What follows belongs to an exercise in optimizing a design on an open flow for small area, a short achievable clock period and few clock cycles per item; a production flow would make more cautious choices. No functional check of the RTL was part of any run shown here. Power and IR drop assume default switching activity.

--- design/flow/constraint.sdc ---
create_clock -name core_clock -period 5.5 [get_ports {clk}]
set_input_delay 1.1000 -clock core_clock [delete_from_list [all_inputs] [get_ports {clk}]]
set_output_delay 1.1000 -clock core_clock [all_outputs]
set_load 0.01 [all_outputs]
--- design/flow/run.sh ---
#!/bin/bash
# synth_recipe.tcl (not shown) runs the flow's synth.tcl, then flattens the netlist and writes it again
# the make line also repeats each setting of config.mk as NAME=value (left out here)
make -C /OpenROAD-flow-scripts/flow DESIGN_CONFIG=/design/flow/config.mk WORK_HOME=/design/flow/orfs CLKGATE_MAP_FILE= SYNTH_SCRIPT=/design/flow/synth_recipe.tcl finish
--- design/flow/config.mk ---
export PLATFORM = sky130hd
export DESIGN_NAME = apply_front
export DESIGN_NICKNAME = apply_front
export VERILOG_FILES = /design/flow/design.v
export SDC_FILE = /design/flow/constraint.sdc
export NUM_CORES = 4
export LEC_CHECK = 0
export CAP_MARGIN = 20
export CORE_MARGIN = 2
export CORE_UTILIZATION = 40
export CTS_BUF_LIST = sky130_fd_sc_hd__clkbuf_8
export SETUP_SLACK_MARGIN = 3.15
export SLEW_MARGIN = 20
--- design/flow/design.v ---
`timescale 1ns/1ps
module stage_buffer #(
	parameter int W = 38
)
(
	input logic clk,
	input logic reset,
	input logic in_valid,
	output logic in_ready,
	input logic [W-1:0] in_data,
	output logic out_valid,
	input logic out_ready,
	output logic [W-1:0] out_data
);
	logic full;
	logic [W-1:0] data;
	assign in_ready = !full || out_ready;
	always_ff @(posedge clk)
	begin
		if (reset)
			full <= 1'b0;
		else if (in_ready)
			full <= in_valid;
	end
	always_ff @(posedge clk)
	begin
		if (in_valid && in_ready)
			data <= in_data;
	end
	assign out_valid = full;
	assign out_data = data;
endmodule
`timescale 1ns/1ps
module terminal_check (
	input logic [1:0] op,
	input logic [16-1:0] f,
	input logic [16-1:0] g,
	output logic hit,
	output logic [1:0] rsel,  
	output logic swap,  
	output logic need_f,  
	output logic need_g,
	output logic shared  
);
	logic f_nz;
	logic g_nz;
	logic f_false;
	logic f_true;
	logic g_false;
	logic g_true;
	logic same;
	logic compl;
	logic exist;
	logic greater;
	logic f_z;
	logic g_z;
	logic op_and;
	logic op_or;
	logic op_xor;
	assign f_z = (f[16-1:1] == '0);
	assign g_z = (g[16-1:1] == '0);
	assign f_nz = !f_z;
	assign g_nz = !g_z;
	assign f_false = f_z && !f[0];
	assign f_true = f_z && f[0];
	assign g_false = g_z && !g[0];
	assign g_true = g_z && g[0];
	assign shared = (f[16-1:1] == g[16-1:1]);
	assign same = shared && (f[0] == g[0]);
	assign compl = shared && (f[0] != g[0]);
	assign op_and = (op == 2'd0);
	assign op_or = (op == 2'd1);
	assign op_xor = (op == 2'd2);
	assign exist = (op == 2'd3);
	assign hit = exist ? f_z :
		(shared || f_false || g_false || (!op_xor && (f_true || g_true)));
	assign rsel[1] =
		(op_and && !(f_false || g_false) && (f_true || g_true || same)) ||
		(op_or && !(f_true || g_true) && (f_false || g_false || same)) ||
		(op_xor && !shared && (f_false || g_false)) ||
		(exist && f_z);
	assign rsel[0] =
		(op_and && f_true && !g_false) ||
		(op_or && (f_true || g_true || f_false || compl)) ||
		(op_xor && !same && (compl || f_false));
	always_comb
	begin
		logic [16-1:0] gt;
		logic [16-1:0] eq;
		gt = f & ~g;
		eq = ~(f ^ g);
		for (int w = 1; w < 16; w = w * 2)
			for (int i = 0; i + w < 16; i = i + 2 * w)
			begin
				gt[i] = gt[i + w] || (eq[i + w] && gt[i]);
				eq[i] = eq[i + w] && eq[i];
			end
		greater = gt[0];
	end
	assign swap = !exist && greater;  
	assign need_f = exist || (f_nz && g_nz);
	assign need_g = !exist && !shared;
endmodule
`timescale 1ns/1ps
module var_fetch_ctrl #(
	parameter int PW = 2  
)
(
	input logic clk,
	input logic reset,
	input logic in_valid,
	output logic in_ready,
	input logic [3-1:0] in_id,
	input logic in_negate,
	input logic [1:0] in_op,
	input logic [16-1:0] in_f,  
	input logic [16-1:0] in_g,
	input logic in_hit,
	input logic [1:0] in_rsel,
	input logic in_swap,
	input logic in_need_f,
	input logic in_need_g,
	input logic in_shared,
	output logic mem_req_valid,
	input logic mem_req_ready,
	output logic [16-2:0] mem_req_node,
	input logic mem_resp_valid,
	input logic [8-1:0] mem_resp_var,
	output logic [8-1:0] qvar,
	input logic qbit,  
	output logic out_valid,
	input logic out_ready,
	output logic [3-1:0] out_id,
	output logic out_negate,
	output logic [1:0] out_op,
	output logic [16-1:0] out_f,
	output logic [16-1:0] out_g,
	output logic out_hit,
	output logic [16-1:0] out_result,
	output logic [8-1:0] out_top,
	output logic out_fetch_f,
	output logic out_fetch_g,
	output logic out_quantify
);
	localparam int N = 1 << PW;
	localparam int IW = 16;
	localparam int VW = 8;
	logic [N-1:0][3-1:0] e_id;
	logic [N-1:0] e_negate;
	logic [N-1:0][1:0] e_op;
	logic [N-1:0][IW-1:0] e_f;  
	logic [N-1:0][IW-1:0] e_g;
	logic [N-1:0] e_hit;
	logic [N-1:0][1:0] e_rsel;
	logic [N-1:0] e_swap;  
	logic [N-1:0] e_shared;
	logic [N-1:0][VW-1:0] e_top;  
	logic [N-1:0] e_ff;
	logic [N-1:0] e_fg;
	logic [N-1:0] e_q;
	logic [N-1:0] e_pf;  
	logic [N-1:0] e_pg;
	logic [N-1:0] e_wf;  
	logic [N-1:0] e_wg;
	localparam logic [1:0] K_G = 2'd0;  
	localparam logic [1:0] K_F_MORE = 2'd1;  
	localparam logic [1:0] K_F = 2'd2;  
	localparam logic [1:0] K_F_SHARED = 2'd3;  
	logic [PW:0] wp;  
	logic [PW:0] ip;  
	logic [PW:0] rp;  
	logic [PW:0] wp_next;
	logic [PW:0] rp_next;
	logic alloc;
	logic [PW-1:0] wi;
	logic [PW-1:0] ii;
	logic [PW-1:0] ri;
	logic g_valid;
	logic g_pf;
	logic g_pg;
	logic g_avail;
	logic g_load;
	logic rq_open;
	logic [IW-2:0] g_node;
	logic i_adv;
	logic in_pf;
	logic in_pg;
	logic [PW-1:0] ti;
	logic t_found;
	logic [1:0] t_kind;
	logic second;  
	logic [VW-1:0] first_var;  
	logic le;
	logic ge;
	logic is_none;
	logic [VW-1:0] f_top;
	logic f_ff;
	logic f_fg;
	logic f_upd;
	logic rr_upd;  
	logic [PW-1:0] rr_ti;
	logic r_done;
	logic o_load;
	logic o_q;
	logic [PW:0] ip_next;
	logic head_done_next;
	assign wi = wp[PW-1:0];
	assign ii = ip[PW-1:0];
	assign ri = rp[PW-1:0];
	assign alloc = in_valid && in_ready;
	assign wp_next = wp + alloc;
	assign rp_next = rp + o_load;
	assign in_pf = !in_hit && in_need_f;
	assign in_pg = !in_hit && in_need_g;
	assign rq_open = !mem_req_valid || mem_req_ready;
	assign g_valid = (ip != wp);
	assign g_pf = e_pf[ii];
	assign g_pg = e_pg[ii];
	assign g_avail = g_valid && (g_pf || g_pg);
	assign g_load = g_avail && rq_open;
	assign g_node = (g_pf ^ e_swap[ii]) ? e_f[ii][IW-1:1] : e_g[ii][IW-1:1];
	assign i_adv = g_valid && (!(g_pf || g_pg) || (g_load && !(g_pf && g_pg)));
	always_comb
	begin
		logic [PW-1:0] k;
		t_found = 1'b0;
		ti = ri;
		for (int j = 0; j < N; j++)
		begin
			k = ri + PW'(j);
			if (!t_found && (e_wf[k] || e_wg[k]))
			begin
				t_found = 1'b1;
				ti = k;
			end
		end
	end
	assign t_kind = !e_wf[ti] ? K_G : (e_pg[ti] || e_wg[ti]) ? K_F_MORE :
		e_shared[ti] ? K_F_SHARED : K_F;
	assign le = (mem_resp_var <= first_var);
	assign ge = (first_var <= mem_resp_var);
	assign is_none = (mem_resp_var == {8{1'b1}});
	always_comb
	begin
		f_top = (second && !le) ? first_var : mem_resp_var;
		f_upd = !second || le;
		if (second)
		begin
			f_ff = ge;
			f_fg = le;
		end
		else
		begin
			f_ff = (t_kind != K_G) || is_none;
			f_fg = (t_kind != K_F) || is_none;
		end
	end
	assign qvar = mem_resp_var;
	assign r_done = (rp != ip) && !(e_wf[ri] || e_wg[ri]);
	assign o_load = r_done && (!out_valid || out_ready);
	assign o_q = (rr_upd && rr_ti == ri) ? qbit : e_q[ri];
	assign ip_next = i_adv ? ip + 1'b1 : ip;
	assign head_done_next = !o_load && !(out_valid && !out_ready) && (rp != ip_next) &&
		mem_resp_valid && ti == ri && t_kind != K_F_MORE;
	always_ff @(posedge clk)
	begin
		rr_ti <= ti;
		if (mem_resp_valid)
			first_var <= mem_resp_var;
		if (g_load)
			mem_req_node <= g_node;
		if (reset)
		begin
			rr_upd <= 1'b0;
			second <= 1'b0;
			wp <= '0;
			ip <= '0;
			rp <= '0;
			in_ready <= 1'b1;
			mem_req_valid <= 1'b0;
			out_valid <= 1'b0;
		end
		else
		begin
			rr_upd <= mem_resp_valid && f_upd;
			if (mem_resp_valid)
				second <= (t_kind == K_F_MORE);
			wp <= wp_next;
			rp <= rp_next;
			in_ready <= !((wp_next[PW] != rp_next[PW]) && (wp_next[PW-1:0] == rp_next[PW-1:0])) ||
				head_done_next;
			ip <= ip_next;
			if (rq_open)
				mem_req_valid <= g_avail;
			if (o_load)
				out_valid <= 1'b1;
			else if (out_ready)
				out_valid <= 1'b0;
		end
	end
	always_ff @(posedge clk)
	begin
		for (int i = 0; i < N; i++)
		begin
			if (in_ready && wi == i)
			begin
				e_id[i] <= in_id;
				e_negate[i] <= in_negate;
				e_op[i] <= in_op;
				e_f[i] <= in_f;
				e_g[i] <= in_g;
				e_hit[i] <= in_hit;
				e_rsel[i] <= in_rsel;
				e_swap[i] <= in_swap;
				e_shared[i] <= in_shared;
			end
		end
	end
	always_ff @(posedge clk)
	begin
		for (int i = 0; i < N; i++)
		begin
			if (reset)
			begin
				e_pf[i] <= 1'b0;
				e_pg[i] <= 1'b0;
				e_wf[i] <= 1'b0;
				e_wg[i] <= 1'b0;
			end
			else if (alloc && wi == i)
			begin
				e_pf[i] <= in_pf;
				e_pg[i] <= in_pg;
				e_wf[i] <= 1'b0;
				e_wg[i] <= 1'b0;
			end
			else
			begin
				if (g_load && ii == i)
				begin
					if (g_pf)
					begin
						e_pf[i] <= 1'b0;
						e_wf[i] <= 1'b1;
					end
					else
					begin
						e_pg[i] <= 1'b0;
						e_wg[i] <= 1'b1;
					end
				end
				if (mem_resp_valid && ti == i)
				begin
					if (e_wf[i])
						e_wf[i] <= 1'b0;
					else
						e_wg[i] <= 1'b0;
				end
			end
		end
	end
	always_ff @(posedge clk)
	begin
		for (int i = 0; i < N; i++)
		begin
			if (mem_resp_valid && ti == i)
			begin
				e_top[i] <= f_top;
				e_ff[i] <= f_ff;
				e_fg[i] <= f_fg;
			end
			if (rr_upd && rr_ti == i)
				e_q[i] <= qbit;
		end
	end
	always_ff @(posedge clk)
	begin
		if (o_load)
		begin
			out_id <= e_id[ri];
			out_negate <= e_negate[ri];
			out_op <= e_op[ri];
			out_hit <= e_hit[ri];
			if (e_swap[ri] && !e_hit[ri])
			begin
				out_f <= e_g[ri];
				out_g <= e_f[ri];
			end
			else
			begin
				out_f <= e_f[ri];
				out_g <= e_g[ri];
			end
			case (e_rsel[ri])
				2'd0: out_result <= {16{1'b0}};
				2'd1: out_result <= {{(16-1){1'b0}}, 1'b1};
				2'd2: out_result <= e_f[ri];
				default: out_result <= e_g[ri];
			endcase
			out_top <= e_hit[ri] ? {8{1'b1}} : e_top[ri];
			out_fetch_f <= !e_hit[ri] && e_ff[ri];
			out_fetch_g <= !e_hit[ri] && e_fg[ri];
			out_quantify <= !e_hit[ri] && o_q && (e_op[ri] != 2'd0);
		end
	end
endmodule
`timescale 1ns/1ps
module quantify_table (
	input logic clk,
	input logic reset,
	input logic cfg_write,
	input logic [8-1:0] cfg_address,
	input logic [32-1:0] cfg_wdata,
	input logic [8-1:0] qvar,
	output logic qbit  
);
	localparam int SEL_W = $clog2((256 / 32));
	logic [(256 / 32)-1:0][32-1:0] words;
	logic [(256 / 32)-1:0] qcol;
	logic [SEL_W-1:0] qsel;
	always_ff @(posedge clk)
	begin
		for (int i = 0; i < (256 / 32); i++)
		begin
			if (reset)
				words[i] <= '0;
			else if (cfg_write && cfg_address == i)
				words[i] <= cfg_wdata;
		end
	end
	always_ff @(posedge clk)
	begin
		for (int i = 0; i < (256 / 32); i++)
			qcol[i] <= words[i][qvar[4:0]];
		qsel <= qvar[8-1:5];
	end
	assign qbit = qcol[qsel];
endmodule
`timescale 1ns/1ps
module apply_front (
	input logic clk,
	input logic reset,
	input logic in_valid,
	output logic in_ready,
	input logic [3-1:0] in_id,
	input logic in_negate,
	input logic [1:0] in_op,
	input logic [16-1:0] in_f,
	input logic [16-1:0] in_g,
	output logic var_req_valid,
	input logic var_req_ready,
	output logic [16-2:0] var_req_node,
	input logic var_resp_valid,
	input logic [8-1:0] var_resp_var,
	input logic cfg_write,
	input logic [8-1:0] cfg_address,
	input logic [32-1:0] cfg_wdata,
	output logic out_valid,
	input logic out_ready,
	output logic [3-1:0] out_id,
	output logic out_negate,
	output logic [1:0] out_op,
	output logic [16-1:0] out_f,
	output logic [16-1:0] out_g,
	output logic out_hit,
	output logic [16-1:0] out_result,
	output logic [8-1:0] out_top,
	output logic out_fetch_f,
	output logic out_fetch_g,
	output logic out_quantify
);
	logic hit;
	logic [1:0] rsel;
	logic swap;
	logic need_f;
	logic need_g;
	logic shared;
	logic [8-1:0] qvar;
	logic qbit;
	terminal_check terminal_check_i (
		.op(in_op), .f(in_f), .g(in_g),
		.hit(hit), .rsel(rsel), .swap(swap),
		.need_f(need_f), .need_g(need_g), .shared(shared)
	);
	var_fetch_ctrl var_fetch_ctrl_i (
		.clk(clk), .reset(reset),
		.in_valid(in_valid), .in_ready(in_ready),
		.in_id(in_id), .in_negate(in_negate), .in_op(in_op), .in_f(in_f), .in_g(in_g),
		.in_hit(hit), .in_rsel(rsel), .in_swap(swap),
		.in_need_f(need_f), .in_need_g(need_g), .in_shared(shared),
		.mem_req_valid(var_req_valid), .mem_req_ready(var_req_ready),
		.mem_req_node(var_req_node), .mem_resp_valid(var_resp_valid),
		.mem_resp_var(var_resp_var),
		.qvar(qvar), .qbit(qbit),
		.out_valid(out_valid), .out_ready(out_ready),
		.out_id(out_id), .out_negate(out_negate), .out_op(out_op),
		.out_f(out_f), .out_g(out_g), .out_hit(out_hit), .out_result(out_result),
		.out_top(out_top), .out_fetch_f(out_fetch_f), .out_fetch_g(out_fetch_g),
		.out_quantify(out_quantify)
	);
	quantify_table quantify_table_i (
		.clk(clk), .reset(reset),
		.cfg_write(cfg_write), .cfg_address(cfg_address), .cfg_wdata(cfg_wdata),
		.qvar(qvar), .qbit(qbit)
	);
endmodule
==> flow_summary.toml, run 1 <==
[clock_tree]
cts_hold_buf = 0
clk_latency_ns = 0.72
cts_tree = "done"
htreeDepth = 3
cts_inserted_buffers = 100
cts_sinks = 604
cts_root_buffer = "clkbuf_8"
cts_max_path_buffers = 3
cts.clk_slew.worst_paths_ns = 0.06

[floorplan]
chipHeight_um = 259
die-area_mm2 = 0.0673
ios = 177
row_count = 93
fp.dieW_um = 259
core_mm2 = 0.0645
initial_core_util_pct = 40.5

[synthesis]
netlist_instances = 2191
synth_area_leader_cell = "edfxtp_1"
synth_area_leaders = "edfxtp_1 (35%), dfxtp_1 (23%), mux4_2 (14%)"
syn_area_per_cell_um2 = 11.9
syn_nets = 2316
synth-edff-count = 305
ys_ff_latch = 604
ys_async_sr_fraction_pct = 0
synth.distinct_cells = 63
synthFlopType = "edfxtp_1"
netlist_area_mm2 = 0.0261
yosys_warnings = 3
yosysSeqAreaShare_pct = 58.0
netlist.area_leader.share_pct = 35.1

[status]
status = "timing/DRC/antenna clean"

[detailed_routing]
wl_per_cell_um = 20.9
ant_nets = 0
routed_wirelength_um = 69800
first_iter_violations = 1432
drc = 0
vias = 18037
vias_per_cell = 5.39
first_pass_iters = 5

[critical_path]
arrival_ns = 2.93
critical_path_class = "reg -> reg"
crit_required_ns = 5.92
critPathLaunchType = "flop"
end_kind = "flop"
crit_fanout = 4

[timing]
hold_viol = 0
slew_violations = 0
fin_crit_sh_pct = 45.7
worstMarginPinSlew_ns = 1.15
setup_viol = 0
relSlewSlack_pct = 23.2
fin_crit_ns = 2.51
layout_setup_ws_ns = 2.99
fmax_mhz = 398
setup_tns_ns = 0
clock_skew_ns = 0.0482
rsz0062_at_grt = "true"

[final_layout]
area_growth_pct = 22.5
mostFrequentLayoutCell = "nand2_1"
n_fill_cell = 5661
seq_area_mm2 = 0.0152
final_cell_mix = "nand2_1 (577), edfxtp_1 (305), dfxtp_1 (284)"
layout-drive-gt1-share_pct = 28.9
layout.nets = 2533
multi_input_area_mm2 = 0.0109

[placed_design]
place_congestion = 0.804
preCtsSetupSlack_ns = 1.69
dp_hpwl_um = 42000
io_buffers = 176

[pwr]
cellPowerDensity_mw_per_mm2 = 432
finalPower_mw = 13.8
ir_drop_mv = 0.482
power_leakage_nw = 11.1

[global_routing]
grt_start_max_net_pins = 257
grt_pass1_wl_um = 104000
overflow = 0
grt_antenna_before_repair = 2
grt_pass1_vias = 17677
track_usage_pct = 20.1

[flow_run]
cap_violations = 0

[hold_path]
hold_path_class = "reg -> reg"
[path summary, 6_finish.rpt]
path | startpoint | endpoint | slack (ns) | depth (start not counted)
hold reg to reg | quantify_table_i.words[152] | quantify_table_i.words[152] | 0.45 | 2
hold / removal | quantify_table_i.words[152] | quantify_table_i.words[152] | 0.45 | 2
setup / recovery | var_fetch_ctrl_i.e_wf[2] | var_fetch_ctrl_i.e_fg[2] | 2.99 | 8
setup reg to reg | var_fetch_ctrl_i.e_wf[2] | var_fetch_ctrl_i.e_fg[2] | 2.99 | 8
[power breakdown]
part	internal, mW	switching, mW
sequential	5.60	0.236
clock	2.06	1.84
combinational	1.83	2.22
[sequential cells by signal, indices dropped and copies added, names as in the netlist, 8 cells and up]
signal	count
var_fetch_ctrl_i.e_op	8
var_fetch_ctrl_i.out_f	16
var_fetch_ctrl_i.mem_req_node	15
quantify_table_i.words	256
var_fetch_ctrl_i.out_top	8
var_fetch_ctrl_i.e_top	32
var_fetch_ctrl_i.out_result	16
quantify_table_i.qcol	8
var_fetch_ctrl_i.e_rsel	8
var_fetch_ctrl_i.e_f	64
var_fetch_ctrl_i.first_var	8
var_fetch_ctrl_i.out_g	16
var_fetch_ctrl_i.e_g	64
var_fetch_ctrl_i.e_id	12
[cell type report]
class                           instances  share of cell area [%]
Sequential cell                       604                    47.5
Clock inverter                         68                    1.27
Timing Repair Buffer                  280                    8.03
Antenna cell                            2                  0.0157
Multi-Input combinational cell       1382                    34.3
Clock buffer                          115                    4.95
Tap cell                              855                    3.35
Inverter                               40                   0.587
[critical path, stage by stage (launching register included)]
cell and delay (ns):
dfxtp_4 0.35, or2_4 0.26, or3_4 0.34, a31oi_4 0.22
inv_4 0.05, or3_4 0.34, a32oi_4 0.29, nand2_1 0.07
o31a_1 0.29
[synthesized netlist by cell type, drive strengths merged (5+ instances only)]
cell / number
nand4: 10
o21a: 6
xor2: 6
and2: 5
xnor2: 11
a32o: 8
mux2i: 22
o21ai: 18
ha: 32
mux4: 167
inv: 40
buf: 35
a21oi: 278
nand2: 589
and3: 9
a21o: 7
clkbuf: 133
or2: 11
nor2b: 14
mux2: 54
a31oi: 5
edfxtp: 305
dfxtp: 299
nand3: 10
nor4: 10
nor2: 51
nor3: 10
[cell families after synthesis]
kind of cell	Yosys count	synth area share [%]
adder cells (fa/ha/maj)	32	1.53
XOR/XNOR	17	0.571
flip-flops	604	58.0
multiplexers	243	17.6
AND/OR/NAND/NOR	736	11.5
buffers and inverters	208	3.22
AO/OA/AOI/OAI	351	7.52
[per-stage QoR]
step                      hold slack [ns]  cells  utilization, %  instance area (µm²)
after floorplan                     0.433   2191               -                26700
after global placement              0.438   3084            44.7                28800
after detailed placement            0.445   3086            44.7                28800
after CTS                           0.453   3315            48.5                31300
after global routing                0.471   3346            49.6                32000
final                               0.450   3346            49.6                32000
[repair_timing]
action                     CTS  global route
hold endpoints to repair     0             0
setup endpoints to repair  544           511
gates resized for setup    554           127
gates cloned                 7             7
setup buffers               39            22
pin swaps                   22            32
[layer usage]
layer / wire, µm / track usage, % / vias up
met3: 3980 / 3.13 / 123
met5: 13 / 0 / -
met4: 1640 / 5.84 / 2
li1: - / - / 8341
met2: 35300 / 34.5 / 538
met1: 28900 / 26.2 / 9033
==> run 2: changes to the inputs <==
--- a/design/flow/design.v
+++ b/design/flow/design.v
@@ -187,2 +187,8 @@
 	logic in_pg;
+	logic w_valid;  
+	logic [IW-2:0] w_node;  
+	logic w_pf;
+	logic w_pg;
+	logic b_load;
+	logic b_adv;
 	logic [PW-1:0] ti;
@@ -222,2 +228,4 @@
 	assign i_adv = g_valid && (!(g_pf || g_pg) || (g_load && !(g_pf && g_pg)));
+	assign b_load = w_valid && alloc && !g_valid && rq_open && (w_pf || w_pg);
+	assign b_adv = w_valid && alloc && !g_valid && rq_open && !(w_pf && w_pg);
 	always_comb
@@ -261,3 +269,3 @@
 	assign o_q = (rr_upd && rr_ti == ri) ? qbit : e_q[ri];
-	assign ip_next = i_adv ? ip + 1'b1 : ip;
+	assign ip_next = (i_adv || b_adv) ? ip + 1'b1 : ip;
 	assign head_done_next = !o_load && !(out_valid && !out_ready) && (rp != ip_next) &&
@@ -271,2 +279,7 @@
 			mem_req_node <= g_node;
+		else if (b_load)
+			mem_req_node <= w_node;
+		w_node <= (in_pf ^ in_swap) ? in_f[IW-1:1] : in_g[IW-1:1];
+		w_pf <= in_pf;
+		w_pg <= in_pg;
 		if (reset)
@@ -274,2 +287,3 @@
 			rr_upd <= 1'b0;
+			w_valid <= 1'b0;
 			second <= 1'b0;
@@ -285,2 +299,3 @@
 			rr_upd <= mem_resp_valid && f_upd;
+			w_valid <= in_valid && !in_ready;
 			if (mem_resp_valid)
@@ -293,3 +308,3 @@
 			if (rq_open)
-				mem_req_valid <= g_avail;
+				mem_req_valid <= g_avail || b_load;
 			if (o_load)
@@ -331,6 +346,6 @@
 			begin
-				e_pf[i] <= in_pf;
-				e_pg[i] <= in_pg;
-				e_wf[i] <= 1'b0;
-				e_wg[i] <= 1'b0;
+				e_pf[i] <= in_pf && !b_load;
+				e_pg[i] <= in_pg && !(b_load && !in_pf);
+				e_wf[i] <= b_load && in_pf;
+				e_wg[i] <= b_load && !in_pf;
 			end
==> run 2 against run 1 <==
Core utilization increased by 0.61 points; synthesized cell count increased by 4.2%; worst hold slack improved by 0.0016 ns; critical path depth increased by 3; die area increased by 4.2%; non-clock buffer count increased by 21; critical endpoint is now var_fetch_ctrl_i.e_top[8]; sequential power increased by 0.7%; largest power group unchanged; sequential share of layout area decreased by 1.5 points; first-iteration DRC count increased by 1.3%; clock power increased by 6.7%; clock skew increased by 0.0023 ns.
==> flow_summary.toml, run 2 <==
[status]
status = "timing/DRC/antenna clean"

[floorplan]
die-area_mm2 = 0.0701
fp.dieW_um = 265
row_count = 95
ios = 177
initial_core_util_pct = 40.4
core_mm2 = 0.0673
chipHeight_um = 265

[critical_path]
rr_worst_depth = 11
rrSetupSlack_ns = 2.98
arrival_ns = 2.98
rr_endpoint = "var_fetch_ctrl_i.e_top[8]"
cp_top_family = "compound AO/OA/AOI/OAI gates"
critPathLaunchType = "input port"
end_kind = "flop"
critical_path_class = "in -> reg"
slowest_stage = "mux2_4"
crit_fanout = 5
crit-reg2reg-launch = "var_fetch_ctrl_i.first_var[1]"
max_stage_delay_ns = 0.32
crit_required_ns = 5.93
path_buf_inv = 3
path_cells = "buf_6 > ha_4 > nor2b_4 > o21a_1 > o21a_1 > o211ai_1 > a211oi_2 > nor2_4 > buf_6 > buf_12 > mux2_4"

[synthesis]
synth_area_leader_cell = "edfxtp_1"
synth_common_cells = "nand2_1 (558), dfxtp_1 (317), edfxtp_1 (305), a21oi_1 (277), mux4_2 (167)"
synthFlopType = "dfxtp_1"
synth-edff-count = 305
yosys_warnings = 3
yosysSeqAreaShare_pct = 57.0
netlist_instances = 2282
synth_area_leaders = "edfxtp_1 (34%), dfxtp_1 (23%), mux4_2 (14%)"
netlist_area_mm2 = 0.0272
syn_nets = 2407
syn_area_per_cell_um2 = 11.9
ys_ff_latch = 622
synth.distinct_cells = 68
yosysMostFrequentCell = "nand2_1"
ys_async_sr_fraction_pct = 0
netlist.area_leader.share_pct = 33.7

[timing]
hold_viol = 0
rsz0062_at_grt = "true"
setup_viol = 0
clock_skew_ns = 0.0506
setup_tns_ns = 0
worstMarginPinSlew_ns = 0.904
slew_violations = 0
fmax_mhz = 392
fin_crit_sh_pct = 46.4
fin_crit_ns = 2.55
relSlewSlack_pct = 39.7

[pwr]
power_leakage_nw = 11.8
ir_drop_mv = 0.400
cellPowerDensity_mw_per_mm2 = 418

[final_layout]
mostFrequentLayoutCell = "nand2_1"
top_register = "quantify_table_i.words"
fin_util_pct = 50.2
layout-drive-gt1-share_pct = 30.7
area_growth_pct = 24.1
final_cell_mix = "nand2_1 (552), edfxtp_1 (305), dfxtp_1 (303)"
reg_top3 = "quantify_table_i.words: 256 flops, var_fetch_ctrl_i.e_f: 64 flops, var_fetch_ctrl_i.e_g: 64 flops"
n_fill_cell = 5793
layout.nets = 2642
largest_reg_flops = 256

[hold_path]
min_path_cells = 2
hold_end = "quantify_table_i.words[127]"
hp-start = "quantify_table_i.words[127]"
hold_path_class = "reg -> reg"

[detailed_routing]
first_iter_violations = 1450
vias_per_cell = 5.52
routed_wirelength_um = 73700
vias = 19175
wl_per_cell_um = 21.2
ant_nets = 0
first_pass_iters = 7
drc = 0

[global_routing]
overflow = 0
track_usage_pct = 20.4
grt_pass1_vias = 19265
grt_start_max_net_pins = 165
grt_pass1_wl_um = 111000
grt_antenna_before_repair = 1

[clock_tree]
cts_sinks = 622
cts_max_path_buffers = 3
cts.clk_slew.worst_paths_ns = 0.06
cts_tree = "done"
cts_hold_buf = 0
cts_root_buffer = "clkbuf_8"
clk_latency_ns = 0.73
htreeDepth = 3
cts_inserted_buffers = 105

[flow_run]
cap_violations = 0

[placed_design]
dp_hpwl_um = 43100
io_buffers = 176
place_congestion = 0.810
-- run 2: final cells by class --
| class | instances | area, µm² | share of cell area, % |
|---|---|---|---|
| Antenna cell | 2 | 5.00 | 0.0148 |
| Clock buffer | 120 | 1650 | 4.89 |
| Clock inverter | 69 | 474 | 1.40 |
| Inverter | 39 | 226 | 0.671 |
| Multi-Input combinational cell | 1446 | 11800 | 34.8 |
| Sequential cell | 622 | 15500 | 46.0 |
| Tap cell | 873 | 1090 | 3.24 |
| Timing Repair Buffer | 301 | 3000 | 8.87 |
| Timing Repair inverter | 2 | 15.0 | 0.0445 |
-- run 2: power by group --
part           switching (mW)  total, mW  internal, mW
combinational            2.17       4.06          1.90
sequential              0.227       5.88          5.65
clock                    1.89       4.16          2.27
total                    4.28       14.1          9.82
-- run 2: stage by stage --
stage / total power, mW / worst slack [ns] / instances / hold WS [ns] / cell area [µm²]
after floorplan: 8.19 / 2.23 / 2282 / 0.433 / 28000
after global placement: 9.55 / 1.17 / 3169 / 0.438 / 29900
after detailed placement: 9.66 / 1.11 / 3173 / 0.444 / 30000
after CTS: 14.0 / 2.95 / 3433 / 0.452 / 32900
after global routing: 14.7 / 2.92 / 3473 / 0.464 / 33800
final: 14.1 / 2.95 / 3474 / 0.452 / 33800
-- run 2: worst register-to-register path, stage by stage (launching register included) --
cell and delay (ns):
edfxtp_1 0.40, inv_2 0.09, ha_4 0.21, nor2b_4 0.12, o21a_1 0.16, o21a_1 0.16, o211ai_1 0.31, a211oi_2 0.15
nor2_4 0.12, buf_6 0.11, buf_12 0.11, mux2_4 0.33
-- run 2: metal layers --
layer  up-vias  track usage [%]  routed length (µm)
met5         -                0                   0
met4         0             7.22                2020
met3       145             3.05                3970
met2       617             35.5               37400
met1      9649             25.9               30300
li1       8764                -                   -
-- run 2: cells by family after synthesis --
| family | count (synthesis) | share of synthesized area [%] |
|---|---|---|
| simple gates | 737 | 11.3 |
| buf+inv | 222 | 3.85 |
| flops | 622 | 57.0 |
| xor+xnor | 19 | 0.681 |
| compound gates | 380 | 7.78 |
| mux | 269 | 17.9 |
| fa+ha+maj | 33 | 1.51 |
-- run 2: worst max path at each step --
stage	start	cells past startpoint	end
2_1_floorplan	var_fetch_ctrl_i.rp[0]	13	var_fetch_ctrl_i.in_ready
3_3_place_gp	in_g[4]	10	var_fetch_ctrl_i.w_node[10]
3_5_place_dp	in_g[0]	10	var_fetch_ctrl_i.w_node[13]
4_1_cts	var_fetch_ctrl_i.mem_req_node[11]	1	var_req_node[11]
5_1_grt	var_fetch_ctrl_i.first_var[1]	11	var_fetch_ctrl_i.e_top[8]
6_report	var_resp_var[1]	11	var_fetch_ctrl_i.e_top[8]
-- run 2: what timing repair did --
item                       in CTS  in global routing
setup buffers                  56                 30
resized for setup             648                119
setup endpoints to repair     644                545
pin swaps                      32                 34
cloned                         15                  9
==> run 3: changes to the inputs <==
--- a/design/flow/design.v
+++ b/design/flow/design.v
@@ -105,3 +105,3 @@
 module var_fetch_ctrl #(
-	parameter int PW = 2  
+	parameter int N = 5  
 )
@@ -144,3 +144,4 @@
 );
-	localparam int N = 1 << PW;
+	localparam int PW = $clog2(N);
+	localparam logic [PW-1:0] LAST = PW'(N - 1);
 	localparam int IW = 16;
@@ -172,2 +173,5 @@
 	logic [PW:0] wp_next;
+	logic [PW:0] wp_inc;
+	logic [PW:0] ip_inc;
+	logic [PW:0] rp_inc;
 	logic [PW:0] rp_next;
@@ -187,8 +191,2 @@
 	logic in_pg;
-	logic w_valid;  
-	logic [IW-2:0] w_node;  
-	logic w_pf;
-	logic w_pg;
-	logic b_load;
-	logic b_adv;
 	logic [PW-1:0] ti;
@@ -210,4 +208,2 @@
 	logic o_q;
-	logic [PW:0] ip_next;
-	logic head_done_next;
 	assign wi = wp[PW-1:0];
@@ -216,4 +212,7 @@
 	assign alloc = in_valid && in_ready;
-	assign wp_next = wp + alloc;
-	assign rp_next = rp + o_load;
+	assign wp_inc = (wi == LAST) ? {!wp[PW], {PW{1'b0}}} : wp + 1'b1;
+	assign ip_inc = (ii == LAST) ? {!ip[PW], {PW{1'b0}}} : ip + 1'b1;
+	assign rp_inc = (ri == LAST) ? {!rp[PW], {PW{1'b0}}} : rp + 1'b1;
+	assign wp_next = alloc ? wp_inc : wp;
+	assign rp_next = o_load ? rp_inc : rp;
 	assign in_pf = !in_hit && in_need_f;
@@ -228,7 +227,5 @@
 	assign i_adv = g_valid && (!(g_pf || g_pg) || (g_load && !(g_pf && g_pg)));
-	assign b_load = w_valid && alloc && !g_valid && rq_open && (w_pf || w_pg);
-	assign b_adv = w_valid && alloc && !g_valid && rq_open && !(w_pf && w_pg);
 	always_comb
 	begin
-		logic [PW-1:0] k;
+		logic [PW:0] k;
 		t_found = 1'b0;
@@ -237,7 +234,9 @@
 		begin
-			k = ri + PW'(j);
-			if (!t_found && (e_wf[k] || e_wg[k]))
+			k = ri + j;
+			if (k >= N)
+				k = k - N;
+			if (!t_found && (e_wf[k[PW-1:0]] || e_wg[k[PW-1:0]]))
 			begin
 				t_found = 1'b1;
-				ti = k;
+				ti = k[PW-1:0];
 			end
@@ -269,5 +268,2 @@
 	assign o_q = (rr_upd && rr_ti == ri) ? qbit : e_q[ri];
-	assign ip_next = (i_adv || b_adv) ? ip + 1'b1 : ip;
-	assign head_done_next = !o_load && !(out_valid && !out_ready) && (rp != ip_next) &&
-		mem_resp_valid && ti == ri && t_kind != K_F_MORE;
 	always_ff @(posedge clk)
@@ -279,7 +275,2 @@
 			mem_req_node <= g_node;
-		else if (b_load)
-			mem_req_node <= w_node;
-		w_node <= (in_pf ^ in_swap) ? in_f[IW-1:1] : in_g[IW-1:1];
-		w_pf <= in_pf;
-		w_pg <= in_pg;
 		if (reset)
@@ -287,3 +278,2 @@
 			rr_upd <= 1'b0;
-			w_valid <= 1'b0;
 			second <= 1'b0;
@@ -299,3 +289,2 @@
 			rr_upd <= mem_resp_valid && f_upd;
-			w_valid <= in_valid && !in_ready;
 			if (mem_resp_valid)
@@ -304,7 +293,7 @@
 			rp <= rp_next;
-			in_ready <= !((wp_next[PW] != rp_next[PW]) && (wp_next[PW-1:0] == rp_next[PW-1:0])) ||
-				head_done_next;
-			ip <= ip_next;
+			in_ready <= !((wp_next[PW] != rp_next[PW]) && (wp_next[PW-1:0] == rp_next[PW-1:0]));
+			if (i_adv)
+				ip <= ip_inc;
 			if (rq_open)
-				mem_req_valid <= g_avail || b_load;
+				mem_req_valid <= g_avail;
 			if (o_load)
@@ -346,6 +335,6 @@
 			begin
-				e_pf[i] <= in_pf && !b_load;
-				e_pg[i] <= in_pg && !(b_load && !in_pf);
-				e_wf[i] <= b_load && in_pf;
-				e_wg[i] <= b_load && !in_pf;
+				e_pf[i] <= in_pf;
+				e_pg[i] <= in_pg;
+				e_wf[i] <= 1'b0;
+				e_wg[i] <= 1'b0;
 			end
==> run 3 against run 2 <==
Still clean on timing, DRC and antenna; non-clock buffer count rose by 116; clock skew rose by 0.014 ns; sequential power rose by 8.7%; power rose by 30%; via count rose by 20%; global-route usage rose by 2.3 points; core utilization rose by 2.1 points; setup slack got worse by 1.4 ns; clock-buffer cell count rose by 7; critical endpoint is now var_fetch_ctrl_i.e_fg[4]; largest cell class unchanged; largest power group is now combinational logic; highest routed layer unchanged.
==> flow_summary.toml, run 3 <==
[final_layout]
stdcell_area_mm2 = 0.0389
final_cell_mix = "nand2_1 (553), edfxtp_1 (359), a21oi_1 (318)"
top_register = "quantify_table_i.words"
n_fill_cell = 6311
layout.nets = 3081
largest_reg_flops = 256
seq_area_mm2 = 0.0170
area_growth_pct = 28.8
layout-drive-gt1-share_pct = 32.2
reg_top3 = "quantify_table_i.words: 256 flops, var_fetch_ctrl_i.e_f: 80 flops, var_fetch_ctrl_i.e_g: 80 flops"
mostFrequentLayoutCell = "nand2_1"
multi_input_area_mm2 = 0.0139

[synthesis]
synthMuxAreaShare_pct = 14.8
netlist_area_mm2 = 0.0302
yosysSeqAreaShare_pct = 56.0
synthAdderAreaFrac_pct = 1.85
netlist_instances = 2620
syn_nets = 2757
synth.distinct_cells = 89
synth-edff-count = 359
ys_async_sr_fraction_pct = 0
synth_xor_area_share_pct = 0.637
synth_area_leader_cell = "edfxtp_1"
netlist.area_leader.share_pct = 35.7
synthFlopType = "edfxtp_1"
ys_ff_latch = 666
synth_area_leaders = "edfxtp_1 (36%), dfxtp_1 (20%), mux4_2 (12%)"
yosysMostFrequentCell = "nand2_1"
syn_area_per_cell_um2 = 11.5
synth_common_cells = "nand2_1 (562), edfxtp_1 (359), a21oi_1 (355), dfxtp_1 (307), mux4_2 (166)"
yosys_warnings = 3
synth_compound_area_share_pct = 11.2
synth_top_family_by_area = "multiplexers"
synth-simple-area-share_pct = 12.0

[placed_design]
dp_hpwl_um = 54400
placed_area_mm2 = 0.0332
io_buffers = 176
preCtsSetupSlack_ns = 0.682
place_congestion = 0.852

[clock_tree]
cts_root_buffer = "clkbuf_8"
cts_inserted_buffers = 110
cts_max_path_buffers = 3
cts.clk_slew.worst_paths_ns = 0.06
cts_sinks = 666
cts_tree = "done"
htreeDepth = 3
clk_latency_ns = 0.74

[timing]
fmax_mhz = 253
rsz0062_at_grt = "true"
hold_ws_ns = 0.452
hold_viol = 0
slew_violations = 0
clock_skew_ns = 0.0646
fin_crit_ns = 3.96
setup_tns_ns = 0
relSlewSlack_pct = 33.6
layout_setup_ws_ns = 1.54
fin_crit_sh_pct = 71.9
setup_viol = 0
worstMarginPinSlew_ns = 0.996

[hold_path]
hp-start = "quantify_table_i.words[24]"
hold_end = "quantify_table_i.words[24]"
hold_path_class = "reg -> reg"
min_path_cells = 2

[floorplan]
die-area_mm2 = 0.0778
row_count = 100
initial_core_util_pct = 40.5
core_mm2 = 0.0746
chipHeight_um = 279
fp.dieW_um = 279
ios = 177

[critical_path]
crit_fanout = 7
critical_path_class = "reg -> reg"
arrival_ns = 4.42
end_kind = "flop"
crit-reg2reg-launch = "var_fetch_ctrl_i.rp[1]"
rr_endpoint = "var_fetch_ctrl_i.e_fg[4]"
crit_required_ns = 5.97
rr_worst_depth = 12
rrSetupSlack_ns = 1.54
critPathLaunchType = "flop"

[detailed_routing]
first_pass_iters = 5
wl_per_cell_um = 23.5
ant_nets = 0
routed_wirelength_um = 94200
first_iter_violations = 2210
vias = 23010
drc = 0
vias_per_cell = 5.74

[pwr]
switching_power_mw = 6.25
power_leakage_nw = 13.7
ir_drop_mv = 0.340
pwr-share-comb_pct = 41.5
p_seq_share_pct = 34.9
finalPower_mw = 18.3
intPower_mw = 12.1
power_switching_share_pct = 34.1
cellPowerDensity_mw_per_mm2 = 470
clockPowerShare_pct = 23.7

[global_routing]
grt_pass1_wl_um = 135000
grt_start_max_net_pins = 201
overflow = 0
grt_antenna_before_repair = 2
grt_pass1_vias = 22210
track_usage_pct = 22.7

[status]
status = "timing/DRC/antenna clean"

[flow_run]
cap_violations = 0
==> run 3: cell count changes in the layout (fill, tap and decap cells not counted), sizes merged, moves of 12 or more <==
cell    before  now
clkbuf     133  145
nor2        66   90
buf        232  340
nor2b       12   26
edfxtp     305  359
mux2i       34   57
a211oi       6   26
a21oi      281  357
inv         71   98
a22oi        1   40
mux2        68   14
nor3        14   29
==> run 3: final cells by class <==
type | count | share of cell area, %
Clock buffer | 127 | 4.49
Timing Repair inverter | 1 | 0.0193
Sequential cell | 666 | 43.5
Inverter | 54 | 0.736
Clock inverter | 78 | 1.20
Antenna cell | 2 | 0.0129
Tap cell | 969 | 3.11
Multi-Input combinational cell | 1694 | 35.7
Timing Repair Buffer | 417 | 11.2
==> run 3: power by group through the flow <==
| stage | clock, mW | combinational, mW | sequential (mW) |
|---|---|---|---|
| after floorplan | 0 | 3.49 | 6.57 |
| after global placement | 0 | 5.08 | 6.59 |
| after detailed placement | 0 | 5.15 | 6.61 |
| after CTS | 4.40 | 6.50 | 6.40 |
| after global routing | 4.63 | 8.00 | 6.43 |
| final | 4.33 | 7.60 | 6.39 |
==> run 3: layer usage <==
metal	up-vias	GRT usage, %	wire length (µm)
met5	-	0	0
met4	0	7.15	2280
met3	177	3.46	7090
met2	947	37.2	45500
met1	11578	31.2	39300
li1	10308	-	-
==> run 3: repair_timing <==
item                       CTS  global route
resized for setup          697           244
cloned                      16            15
setup endpoints to repair  668           643
hold buffers                 0             0
setup buffers               90            83
pin swaps                   62            56
==> run 3: cells by family after synthesis <==
kind of cell / count (synthesis)
AO/OA/AOI/OAI: 563
XOR/XNOR: 22
adder cells (fa/ha/maj): 44
buffers and inverters: 260
flip-flops: 666
multiplexers: 237
AND/OR/NAND/NOR: 828
==> run 3: per-stage QoR <==
| step | util, % | instances |
|---|---|---|
| finish | 52.2 | 4008 |
| global route | 52.2 | 4007 |
| CTS | 49.8 | 3908 |
| detailed placement | 44.5 | 3597 |
| global placement | 44.5 | 3597 |
| floorplan | - | 2620 |
==> run 3: worst max path at each step <==
| stage | start | endpoint | slack [ns] | cells past startpoint |
|---|---|---|---|---|
| floorplan | var_fetch_ctrl_i.rp[2] | var_fetch_ctrl_i.e_fg[0] | 1.53 | 18 |
| global placement | var_fetch_ctrl_i.rp[0] | var_fetch_ctrl_i.e_fg[4] | 0.80 | 12 |
| detailed placement | var_fetch_ctrl_i.rp[0] | var_fetch_ctrl_i.e_fg[3] | 0.68 | 12 |
| CTS | var_fetch_ctrl_i.rp[1] | var_fetch_ctrl_i.e_fg[3] | 1.68 | 12 |
| global route | var_fetch_ctrl_i.rp[1] | var_fetch_ctrl_i.e_wg[2] | 1.40 | 15 |
| finish | var_fetch_ctrl_i.rp[1] | var_fetch_ctrl_i.e_fg[4] | 1.54 | 12 |
==> run 3: critical path: stages, from the launching register on <==
cell and delay (ns):
dfxtp_4 0.40, clkinvlp_4 0.19, ha_2 0.28, and3b_1 0.24, o31ai_1 0.37, nand4b_1 0.27, a2bb2oi_4 0.24, o41a_1 0.46
o211ai_2 0.22, o21ai_4 0.13, nor2b_4 0.16, a2111o_1 0.42, o31a_1 0.30
==> run 4: changes to the inputs <==
--- a/design/flow/design.v
+++ b/design/flow/design.v
@@ -105,3 +105,3 @@
 module var_fetch_ctrl #(
-	parameter int N = 5  
+	parameter int PW = 2  
 )
@@ -144,4 +144,3 @@
 );
-	localparam int PW = $clog2(N);
-	localparam logic [PW-1:0] LAST = PW'(N - 1);
+	localparam int N = 1 << PW;
 	localparam int IW = 16;
@@ -158,4 +157,5 @@
 	logic [N-1:0][VW-1:0] e_top;  
-	logic [N-1:0] e_ff;
-	logic [N-1:0] e_fg;
+	logic [N-1:0] e_nf;  
+	logic [N-1:0] e_x;  
+	logic [N-1:0] e_y;  
 	logic [N-1:0] e_q;
@@ -165,6 +165,2 @@
 	logic [N-1:0] e_wg;
-	localparam logic [1:0] K_G = 2'd0;  
-	localparam logic [1:0] K_F_MORE = 2'd1;  
-	localparam logic [1:0] K_F = 2'd2;  
-	localparam logic [1:0] K_F_SHARED = 2'd3;  
 	logic [PW:0] wp;  
@@ -173,5 +169,2 @@
 	logic [PW:0] wp_next;
-	logic [PW:0] wp_inc;
-	logic [PW:0] ip_inc;
-	logic [PW:0] rp_inc;
 	logic [PW:0] rp_next;
@@ -193,3 +186,3 @@
 	logic t_found;
-	logic [1:0] t_kind;
+	logic t_more;  
 	logic second;  
@@ -200,4 +193,8 @@
 	logic [VW-1:0] f_top;
-	logic f_ff;
-	logic f_fg;
+	logic f_x;
+	logic f_y;
+	logic r_fonly;
+	logic r_two;
+	logic r_ff;
+	logic r_fg;
 	logic f_upd;
@@ -208,2 +205,4 @@
 	logic o_q;
+	logic [PW:0] ip_next;
+	logic head_done_next;
 	assign wi = wp[PW-1:0];
@@ -212,7 +211,4 @@
 	assign alloc = in_valid && in_ready;
-	assign wp_inc = (wi == LAST) ? {!wp[PW], {PW{1'b0}}} : wp + 1'b1;
-	assign ip_inc = (ii == LAST) ? {!ip[PW], {PW{1'b0}}} : ip + 1'b1;
-	assign rp_inc = (ri == LAST) ? {!rp[PW], {PW{1'b0}}} : rp + 1'b1;
-	assign wp_next = alloc ? wp_inc : wp;
-	assign rp_next = o_load ? rp_inc : rp;
+	assign wp_next = wp + alloc;
+	assign rp_next = rp + o_load;
 	assign in_pf = !in_hit && in_need_f;
@@ -229,3 +225,3 @@
 	begin
-		logic [PW:0] k;
+		logic [PW-1:0] k;
 		t_found = 1'b0;
@@ -234,9 +230,7 @@
 		begin
-			k = ri + j;
-			if (k >= N)
-				k = k - N;
-			if (!t_found && (e_wf[k[PW-1:0]] || e_wg[k[PW-1:0]]))
+			k = ri + PW'(j);
+			if (!t_found && (e_wf[k] || e_wg[k]))
 			begin
 				t_found = 1'b1;
-				ti = k[PW-1:0];
+				ti = k;
 			end
@@ -244,6 +238,18 @@
 	end
-	assign t_kind = !e_wf[ti] ? K_G : (e_pg[ti] || e_wg[ti]) ? K_F_MORE :
-		e_shared[ti] ? K_F_SHARED : K_F;
-	assign le = (mem_resp_var <= first_var);
-	assign ge = (first_var <= mem_resp_var);
+	assign t_more = e_wf[ti] && (e_pg[ti] || e_wg[ti]);
+	function automatic logic greater(input logic [VW-1:0] a, input logic [VW-1:0] b);
+		logic [VW-1:0] gt;
+		logic [VW-1:0] eq;
+		gt = a & ~b;
+		eq = ~(a ^ b);
+		for (int w = 1; w < VW; w = w * 2)
+			for (int i = 0; i + w < VW; i = i + 2 * w)
+			begin
+				gt[i] = gt[i + w] || (eq[i + w] && gt[i]);
+				eq[i] = eq[i + w] && eq[i];
+			end
+		greater = gt[0];
+	endfunction
+	assign le = !greater(mem_resp_var, first_var);
+	assign ge = !greater(first_var, mem_resp_var);
 	assign is_none = (mem_resp_var == {8{1'b1}});
@@ -253,14 +259,10 @@
 		f_upd = !second || le;
-		if (second)
-		begin
-			f_ff = ge;
-			f_fg = le;
-		end
-		else
-		begin
-			f_ff = (t_kind != K_G) || is_none;
-			f_fg = (t_kind != K_F) || is_none;
-		end
+		f_x = second ? ge : is_none;
+		f_y = second ? le : is_none;
 	end
 	assign qvar = mem_resp_var;
+	assign r_fonly = (e_op[ri] == 2'd3) || e_shared[ri];
+	assign r_two = !r_fonly && e_nf[ri];
+	assign r_ff = r_fonly || e_x[ri];
+	assign r_fg = r_two ? e_y[ri] : r_fonly ? (e_shared[ri] || e_y[ri]) : 1'b1;
 	assign r_done = (rp != ip) && !(e_wf[ri] || e_wg[ri]);
@@ -268,2 +270,5 @@
 	assign o_q = (rr_upd && rr_ti == ri) ? qbit : e_q[ri];
+	assign ip_next = i_adv ? ip + 1'b1 : ip;
+	assign head_done_next = !o_load && !(out_valid && !out_ready) && (rp != ip_next) &&
+		mem_resp_valid && ti == ri && !t_more;
 	always_ff @(posedge clk)
@@ -290,8 +295,8 @@
 			if (mem_resp_valid)
-				second <= (t_kind == K_F_MORE);
+				second <= t_more;
 			wp <= wp_next;
 			rp <= rp_next;
-			in_ready <= !((wp_next[PW] != rp_next[PW]) && (wp_next[PW-1:0] == rp_next[PW-1:0]));
-			if (i_adv)
-				ip <= ip_inc;
+			in_ready <= !((wp_next[PW] != rp_next[PW]) && (wp_next[PW-1:0] == rp_next[PW-1:0])) ||
+				head_done_next;
+			ip <= ip_next;
 			if (rq_open)
@@ -319,2 +324,3 @@
 				e_shared[i] <= in_shared;
+				e_nf[i] <= in_need_f;
 			end
@@ -372,4 +378,4 @@
 				e_top[i] <= f_top;
-				e_ff[i] <= f_ff;
-				e_fg[i] <= f_fg;
+				e_x[i] <= f_x;
+				e_y[i] <= f_y;
 			end
@@ -404,4 +410,4 @@
 			out_top <= e_hit[ri] ? {8{1'b1}} : e_top[ri];
-			out_fetch_f <= !e_hit[ri] && e_ff[ri];
-			out_fetch_g <= !e_hit[ri] && e_fg[ri];
+			out_fetch_f <= !e_hit[ri] && r_ff;
+			out_fetch_g <= !e_hit[ri] && r_fg;
 			out_quantify <= !e_hit[ri] && o_q && (e_op[ri] != 2'd0);
==> run 4 against run 3 <==
Routed wire length decreased by 26%; core utilization is 2.8 points lower; critical path type unchanged; largest cell class unchanged; critical path depth down 3; sequential share of layout area is 3.6 points higher; clock-buffer cell count down 15; cell count fell by 19%; first-iteration DRC count decreased by 32%; synthesized cell count down 20%; area after synthesis decreased by 12%; combinational power fell by 43%; setup slack improved by 1.5 ns.
==> flow_summary.toml, run 4 <==
[final_layout]
largest_reg_flops = 256
n_fill_cell = 5724
stdcell_area_mm2 = 0.0325
area_growth_pct = 22.3
mostFrequentLayoutCell = "nand2_1"
layout.nets = 2455
final_cell_mix = "nand2_1 (351), edfxtp_1 (309), dfxtp_1 (292)"
top_register = "quantify_table_i.words"
reg_top3 = "quantify_table_i.words: 256 flops, var_fetch_ctrl_i.e_f: 64 flops, var_fetch_ctrl_i.e_g: 64 flops"
layout-drive-gt1-share_pct = 29.0

[clock_tree]
cts.clk_slew.worst_paths_ns = 0.06
cts_sinks = 608
cts_root_buffer = "clkbuf_8"
cts_inserted_buffers = 103
cts_tree = "done"
htreeDepth = 3
cts_max_path_buffers = 3
clk_latency_ns = 0.72

[synthesis]
synth_common_cells = "nand2_1 (352), edfxtp_1 (309), dfxtp_1 (299), nor2_1 (173), mux4_2 (167)"
synth_compound_area_share_pct = 5.31
netlist.area_leader.share_pct = 35.0
ys_async_sr_fraction_pct = 0
synth_area_leaders = "edfxtp_1 (35%), dfxtp_1 (23%), mux4_2 (14%)"
netlist_instances = 2091
synth_xor_area_share_pct = 0.561
synth-simple-area-share_pct = 9.90
synthFlopType = "edfxtp_1"
synthMuxAreaShare_pct = 21.7
yosys_warnings = 3
ys_ff_latch = 608
yosysSeqAreaShare_pct = 57.5
synthAdderAreaFrac_pct = 1.83
synth_top_family_by_area = "multiplexers"
syn_nets = 2222
synth-edff-count = 309
synth_area_leader_cell = "edfxtp_1"
yosysMostFrequentCell = "nand2_1"
netlist_area_mm2 = 0.0265
synth.distinct_cells = 67
syn_area_per_cell_um2 = 12.7

[critical_path]
crit_top_cell = "buf_12"
slowest_stage = "mux4_2"
path_cells = "buf_12 > mux4_2 > buf_6 > xnor2_4 > buf_12 > buf_12 > mux4_2 > nand2_1 > nand2_1"
max_stage_delay_ns = 0.53
end_kind = "flop"
critPathLaunchType = "flop"
crit_required_ns = 5.97
crit_fanout = 6
critical_path_class = "reg -> reg"
arrival_ns = 2.97

[floorplan]
initial_core_util_pct = 40.4
row_count = 94
ios = 177
fp.dieW_um = 262
die-area_mm2 = 0.0684
core_mm2 = 0.0657
chipHeight_um = 262

[hold_path]
hold_path_class = "reg -> reg"

[detailed_routing]
drc = 0
ant_nets = 0
routed_wirelength_um = 69800
vias_per_cell = 5.40
first_iter_violations = 1501
first_pass_iters = 5
wl_per_cell_um = 21.4
vias = 17639

[global_routing]
track_usage_pct = 20.0
grt_pass1_vias = 17860
grt_antenna_before_repair = 1
grt_start_max_net_pins = 137
overflow = 0
grt_pass1_wl_um = 104000

[flow_run]
cap_violations = 0

[pwr]
ir_drop_mv = 0.389
power_leakage_nw = 11.4
cellPowerDensity_mw_per_mm2 = 435

[status]
status = "timing/DRC/antenna clean"

[placed_design]
place_congestion = 0.813
io_buffers = 176
dp_hpwl_um = 42800
placed_area_mm2 = 0.0294

[timing]
fin_crit_ns = 2.50
rsz0062_at_grt = "true"
slew_violations = 0
worstMarginPinSlew_ns = 1.14
fin_crit_sh_pct = 45.4
hold_viol = 0
setup_viol = 0
relSlewSlack_pct = 24.3
clock_skew_ns = 0.0616
fmax_mhz = 400
setup_tns_ns = 0
-- run 4: routing by layer --
metal / global-route usage, % / wire (µm) / vias up / share of wire (%)
met5: 0 / 0 / - / 0
met4: 7.31 / 1980 / 0 / 2.8
met3: 4.07 / 4220 / 119 / 6.0
met2: 33.1 / 34000 / 568 / 49
met1: 26.0 / 29600 / 8831 / 42
li1: - / - / 8121 / -
-- run 4: timing repair --
| action | CTS | global route |
|---|---|---|
| cloned | 7 | 5 |
| pin swaps | 33 | 36 |
| hold buffers | 0 | 0 |
| buffers inserted | 52 | 14 |
| gates resized for setup | 568 | 90 |
| setup endpoints to repair | 623 | 420 |
-- run 4: cells by family (layout without fill, tap and decap cells) --
kind of cell               after synthesis  count (layout)
and+or+nand+nor                        627             628
adders and majority gates               39              39
xor gates and xnor gates                17              17
AOI/OAI and AO/OA                      235             235
other                                    0               2
muxes                                  358             358
buffers and inverters                  207             515
DFF                                    608             608
-- run 4: cell type report --
cell class	count	area [µm²]	area share, %
repair inverters	1	5.00	0.0154
repair buffers	288	2730	8.42
inverters	45	229	0.705
clock buffers	112	1540	4.75
flip-flops and latches	608	15300	47.1
clock inverters	69	459	1.41
diodes	2	5.00	0.0154
multi-input cells	1277	11100	34.3
well taps	864	1080	3.33
-- run 4: worst paths after layout --
path	startpoint	to	slack [ns]	depth (start not counted)
min reg2reg	quantify_table_i.words[138]	quantify_table_i.words[138]	0.46	2
max reg2reg	var_fetch_ctrl_i.ip[0]	var_fetch_ctrl_i.mem_req_node[13]	3.00	9
max	var_fetch_ctrl_i.ip[0]	var_fetch_ctrl_i.mem_req_node[13]	3.00	9
min	quantify_table_i.words[138]	quantify_table_i.words[138]	0.46	2
-- run 4: metrics by stage --
stage / setup slack, ns / hold WS [ns] / instances / utilization (%) / total power [mW]
2_1_floorplan: 0.842 / 0.433 / 2091 / - / 8.35
3_3_place_gp: 1.48 / 0.438 / 3005 / 44.7 / 9.74
3_5_place_dp: 1.39 / 0.446 / 3005 / 44.7 / 9.80
4_1_cts: 2.98 / 0.454 / 3245 / 48.8 / 14.2
5_1_grt: 2.97 / 0.469 / 3265 / 49.4 / 14.8
6_report: 3.00 / 0.456 / 3266 / 49.4 / 14.1
-- run 4: report_power, final --
| group | switching (mW) | leakage (nW) | internal, mW | total, mW |
|---|---|---|---|---|
| registers | 0.214 | 5.34 | 5.63 | 5.85 |
| logic | 2.26 | 4.91 | 2.05 | 4.31 |
| clock network | 1.85 | 1.13 | 2.11 | 3.97 |
-- run 4: critical path: cells and delay by family (launching register included) --
kind | cells | cell delay, ns
multiplexers | 2 | 1.02
buffers and inverters | 4 | 0.56
flip-flops | 1 | 0.37
AND/OR/NAND/NOR | 2 | 0.15
XOR/XNOR | 1 | 0.14
==> run 5: changes to the inputs <==
--- a/design/flow/design.v
+++ b/design/flow/design.v
@@ -153,7 +153,4 @@
 	logic [N-1:0] e_hit;
-	logic [N-1:0][1:0] e_rsel;
-	logic [N-1:0] e_swap;  
-	logic [N-1:0] e_shared;
+	logic [N-1:0][1:0] e_c;
 	logic [N-1:0][VW-1:0] e_top;  
-	logic [N-1:0] e_nf;  
 	logic [N-1:0] e_x;  
@@ -192,3 +189,2 @@
 	logic is_none;
-	logic [VW-1:0] f_top;
 	logic f_x;
@@ -221,3 +217,3 @@
 	assign g_load = g_avail && rq_open;
-	assign g_node = (g_pf ^ e_swap[ii]) ? e_f[ii][IW-1:1] : e_g[ii][IW-1:1];
+	assign g_node = (g_pf ^ e_c[ii][0]) ? e_f[ii][IW-1:1] : e_g[ii][IW-1:1];
 	assign i_adv = g_valid && (!(g_pf || g_pg) || (g_load && !(g_pf && g_pg)));
@@ -257,3 +253,2 @@
 	begin
-		f_top = (second && !le) ? first_var : mem_resp_var;
 		f_upd = !second || le;
@@ -263,6 +258,6 @@
 	assign qvar = mem_resp_var;
-	assign r_fonly = (e_op[ri] == 2'd3) || e_shared[ri];
-	assign r_two = !r_fonly && e_nf[ri];
+	assign r_fonly = (e_op[ri] == 2'd3);
+	assign r_two = !r_fonly && e_c[ri][1];
 	assign r_ff = r_fonly || e_x[ri];
-	assign r_fg = r_two ? e_y[ri] : r_fonly ? (e_shared[ri] || e_y[ri]) : 1'b1;
+	assign r_fg = r_two ? e_y[ri] : r_fonly ? (e_c[ri][0] || e_y[ri]) : 1'b1;
 	assign r_done = (rp != ip) && !(e_wf[ri] || e_wg[ri]);
@@ -321,6 +316,4 @@
 				e_hit[i] <= in_hit;
-				e_rsel[i] <= in_rsel;
-				e_swap[i] <= in_swap;
-				e_shared[i] <= in_shared;
-				e_nf[i] <= in_need_f;
+				e_c[i] <= in_hit ? in_rsel :
+					{in_need_f, (in_op == 2'd3) ? in_shared : in_swap};
 			end
@@ -375,5 +368,6 @@
 		begin
+			if (mem_resp_valid && ti == i && f_upd)
+				e_top[i] <= mem_resp_var;
 			if (mem_resp_valid && ti == i)
 			begin
-				e_top[i] <= f_top;
 				e_x[i] <= f_x;
@@ -393,3 +387,3 @@
 			out_hit <= e_hit[ri];
-			if (e_swap[ri] && !e_hit[ri])
+			if (e_c[ri][0] && !e_hit[ri] && !r_fonly)
 			begin
@@ -403,3 +397,3 @@
 			end
-			case (e_rsel[ri])
+			case (e_hit[ri] ? e_c[ri] : 2'd0)
 				2'd0: out_result <= {16{1'b0}};
==> run 5 against run 4 <==
Still clean; cell count rose by 0.28%; design area is 2.0% lower; clock power down 4%; register-to-register slack gained 0.02 ns; non-clock buffer count shrank 14; critical path type unchanged; critical endpoint is now var_fetch_ctrl_i.in_ready; largest cell class unchanged.
==> flow_summary.toml, run 5 <==
[status]
status = "timing/DRC/antenna clean"

[critical_path]
rr_worst_depth = 7
crit_required_ns = 6.05
rrSetupSlack_ns = 3.02
crit_fanout = 5
critical_path_class = "reg -> reg"
rr_endpoint = "var_fetch_ctrl_i.in_ready"
arrival_ns = 3.03
critPathLaunchType = "flop"
end_kind = "flop"
crit-reg2reg-launch = "var_fetch_ctrl_i.ip[0]"

[final_layout]
layout.nets = 2471
largest_reg_flops = 256
layout-drive-gt1-share_pct = 29.2
area_growth_pct = 22.2
fin_util_pct = 49.4
reg_top3 = "quantify_table_i.words: 256 flops, var_fetch_ctrl_i.e_f: 64 flops, var_fetch_ctrl_i.e_g: 64 flops"
top_register = "quantify_table_i.words"
final_cell_mix = "nand2_1 (398), edfxtp_1 (297), dfxtp_1 (289)"
mostFrequentLayoutCell = "nand2_1"

[hold_path]
hold_end = "quantify_table_i.words[28]"
hp-start = "quantify_table_i.words[28]"
hold_path_class = "reg -> reg"
min_path_cells = 2

[timing]
fmax_mhz = 403
hold_viol = 0
fin_crit_ns = 2.48
setup_tns_ns = 0
slew_violations = 0
worstMarginPinSlew_ns = 1.01
clock_skew_ns = 0.0356
fin_crit_sh_pct = 45.1
relSlewSlack_pct = 32.9
rsz0062_at_grt = "true"
setup_viol = 0

[synthesis]
synth_area_leader_cell = "edfxtp_1"
ys_ff_latch = 596
yosysSeqAreaShare_pct = 57.2
synth_top_family_by_area = "multiplexers"
netlist.area_leader.share_pct = 34.2
synth_xor_area_share_pct = 0.567
syn_area_per_cell_um2 = 12.3
synthAdderAreaFrac_pct = 1.87
synthMuxAreaShare_pct = 20.3
ys_async_sr_fraction_pct = 0
netlist_area_mm2 = 0.0260
synth_area_leaders = "edfxtp_1 (34%), dfxtp_1 (23%), mux4_2 (15%)"
netlist_instances = 2120
yosys_warnings = 3
synthFlopType = "dfxtp_1"
synth.distinct_cells = 58
yosysMostFrequentCell = "nand2_1"
synth_compound_area_share_pct = 5.95
synth_common_cells = "nand2_1 (411), dfxtp_1 (299), edfxtp_1 (297), a21oi_1 (186), mux4_2 (168)"
synth-simple-area-share_pct = 10.9
synth-edff-count = 297
syn_nets = 2251

[placed_design]
io_buffers = 176
dp_hpwl_um = 42400
place_congestion = 0.783

[detailed_routing]
first_pass_iters = 7
wl_per_cell_um = 21.3
vias = 17741
first_iter_violations = 1356
ant_nets = 0
vias_per_cell = 5.42
routed_wirelength_um = 69700
drc = 0

[global_routing]
grt_pass1_wl_um = 106000
grt_start_max_net_pins = 131
track_usage_pct = 20.5
overflow = 0
grt_pass1_vias = 18098
grt_antenna_before_repair = 4

[clock_tree]
cts_inserted_buffers = 100
clk_latency_ns = 0.70
cts_tree = "done"
cts_max_path_buffers = 3
cts.clk_slew.worst_paths_ns = 0.06
htreeDepth = 3
cts_hold_buf = 0
cts_root_buffer = "clkbuf_8"
cts_sinks = 596

[floorplan]
row_count = 93
initial_core_util_pct = 40.4
chipHeight_um = 259
fp.dieW_um = 259
core_mm2 = 0.0645
die-area_mm2 = 0.0672
ios = 177

[flow_run]
cap_violations = 0

[pwr]
ir_drop_mv = 0.245
cellPowerDensity_mw_per_mm2 = 433
finalPower_mw = 13.8
power_leakage_nw = 11.2
-- run 5: changes by cell type after synthesis, sizes merged, moves of 7 or more --
cell	previous run	this run
a21oi	146	186
buf	48	41
edfxtp	309	297
mux2i	153	113
nand2	352	411
nor2	173	151
o21ai	18	25
-- run 5: cells by family (layout without fill, tap and decap cells) --
group / count (synthesis) / count (layout)
AO/OA/AOI/OAI: 272 / 272
other: 0 / 2
flip-flops: 596 / 596
adder cells (fa/ha/maj): 39 / 39
buffers and inverters: 208 / 501
multiplexers: 314 / 314
AND/OR/NAND/NOR: 675 / 680
XOR/XNOR: 16 / 16
-- run 5: metal layers --
layer	share of wire, %	track usage, %	vias to the layer above
li1	-	-	8157
met1	42	26.0	8866
met2	49	34.8	600
met3	6.3	4.33	116
met4	2.3	6.93	2
met5	0.014	0	-
-- run 5: worst max-delay path by stage --
stage | endpoint | cells past startpoint | from | slack (ns)
final | var_fetch_ctrl_i.in_ready | 7 | var_fetch_ctrl_i.ip[0] | 3.02
after global routing | var_fetch_ctrl_i.in_ready | 10 | var_fetch_ctrl_i.ip[0] | 2.96
after CTS | var_fetch_ctrl_i.mem_req_node[4] | 8 | var_fetch_ctrl_i.ip[0] | 2.99
after detailed placement | quantify_table_i.words[120] | 7 | cfg_address[3] | 1.53
after global placement | var_fetch_ctrl_i.e_top[2] | 6 | var_resp_var[4] | 1.59
after floorplan | var_fetch_ctrl_i.in_ready | 12 | var_fetch_ctrl_i.rp[0] | 2.27
-- run 5: what timing repair did --
action | 4_1_cts | 5_1_grt
pin swaps | 15 | 35
setup endpoints to repair | 585 | 303
gates resized for setup | 512 | 123
gates cloned | 11 | 4
buffers inserted | 47 | 12
-- run 5: cell type report --
| cell class | count | area [µm²] |
|---|---|---|
| diodes | 2 | 5.00 |
| clock inverters | 73 | 470 |
| well taps | 855 | 1070 |
| multi-input cells | 1321 | 11100 |
| clock buffers | 107 | 1470 |
| inverters | 47 | 220 |
| repair buffers | 274 | 2550 |
| fillers | 5672 | 32600 |
| flip-flops and latches | 596 | 14900 |
-- run 5: per-stage QoR --
step / instance area, µm² / worst slack, ns / hold slack [ns] / instances
floorplan: 27000 / 2.27 / 0.433 / 2120
global placement: 29000 / 1.59 / 0.439 / 3019
detailed placement: 29000 / 1.53 / 0.447 / 3019
CTS: 31600 / 2.99 / 0.455 / 3257
global route: 31800 / 2.96 / 0.470 / 3274
finish: 31800 / 3.02 / 0.453 / 3275
-- run 5: power by group --
group	internal, mW	switching, mW
clock	2.00	1.83
combinational	1.97	2.24
sequential	5.53	0.215
total	9.50	4.29
-- run 5: critical path, stage by stage, from the launching register on --
cell	delay [ns]
dfxtp_4	0.38
mux4_2	0.63
buf_4	0.19
maj3_2	0.37
o21a_1	0.23
o21a_1	0.19
a211oi_2	0.22
o31ai_1	0.10

==> port drivers added, routing unchanged <==
The flow's constraints put no driver on any port. The routed layouts listed below were extracted and timed again, unchanged, in two steps. Step 1 sets driving cells, clkbuf_16 on the clock port and buf_2 on the other inputs (assumed; they add their load-dependent delay and slew). Step 2 also shifts input and output timing later by t, the mid clock arrival at the registers, as if the neighbouring blocks saw the same clock. Slacks: ideal / step 1 / step 2; pairs: ideal / step 1.
run	t (ns)	setup WS [ns]	cell pins on the clock port's net
run 1	0.755	2.989 / 2.989 / 2.277	1
run 2	0.766	2.947 / 2.961 / 2.194	1
run 3	0.779	1.543 / 1.543 / 1.543	1
run 4	0.743	3.001 / 2.987 / 2.244	1
run 5	0.740	3.020 / 3.020 / 2.294	1
After both steps setup and hold are still met in every run listed. For run 4, which loses most, drivers alone change the setup slack by -0.014 ns; drivers and shift together by -0.757 ns.
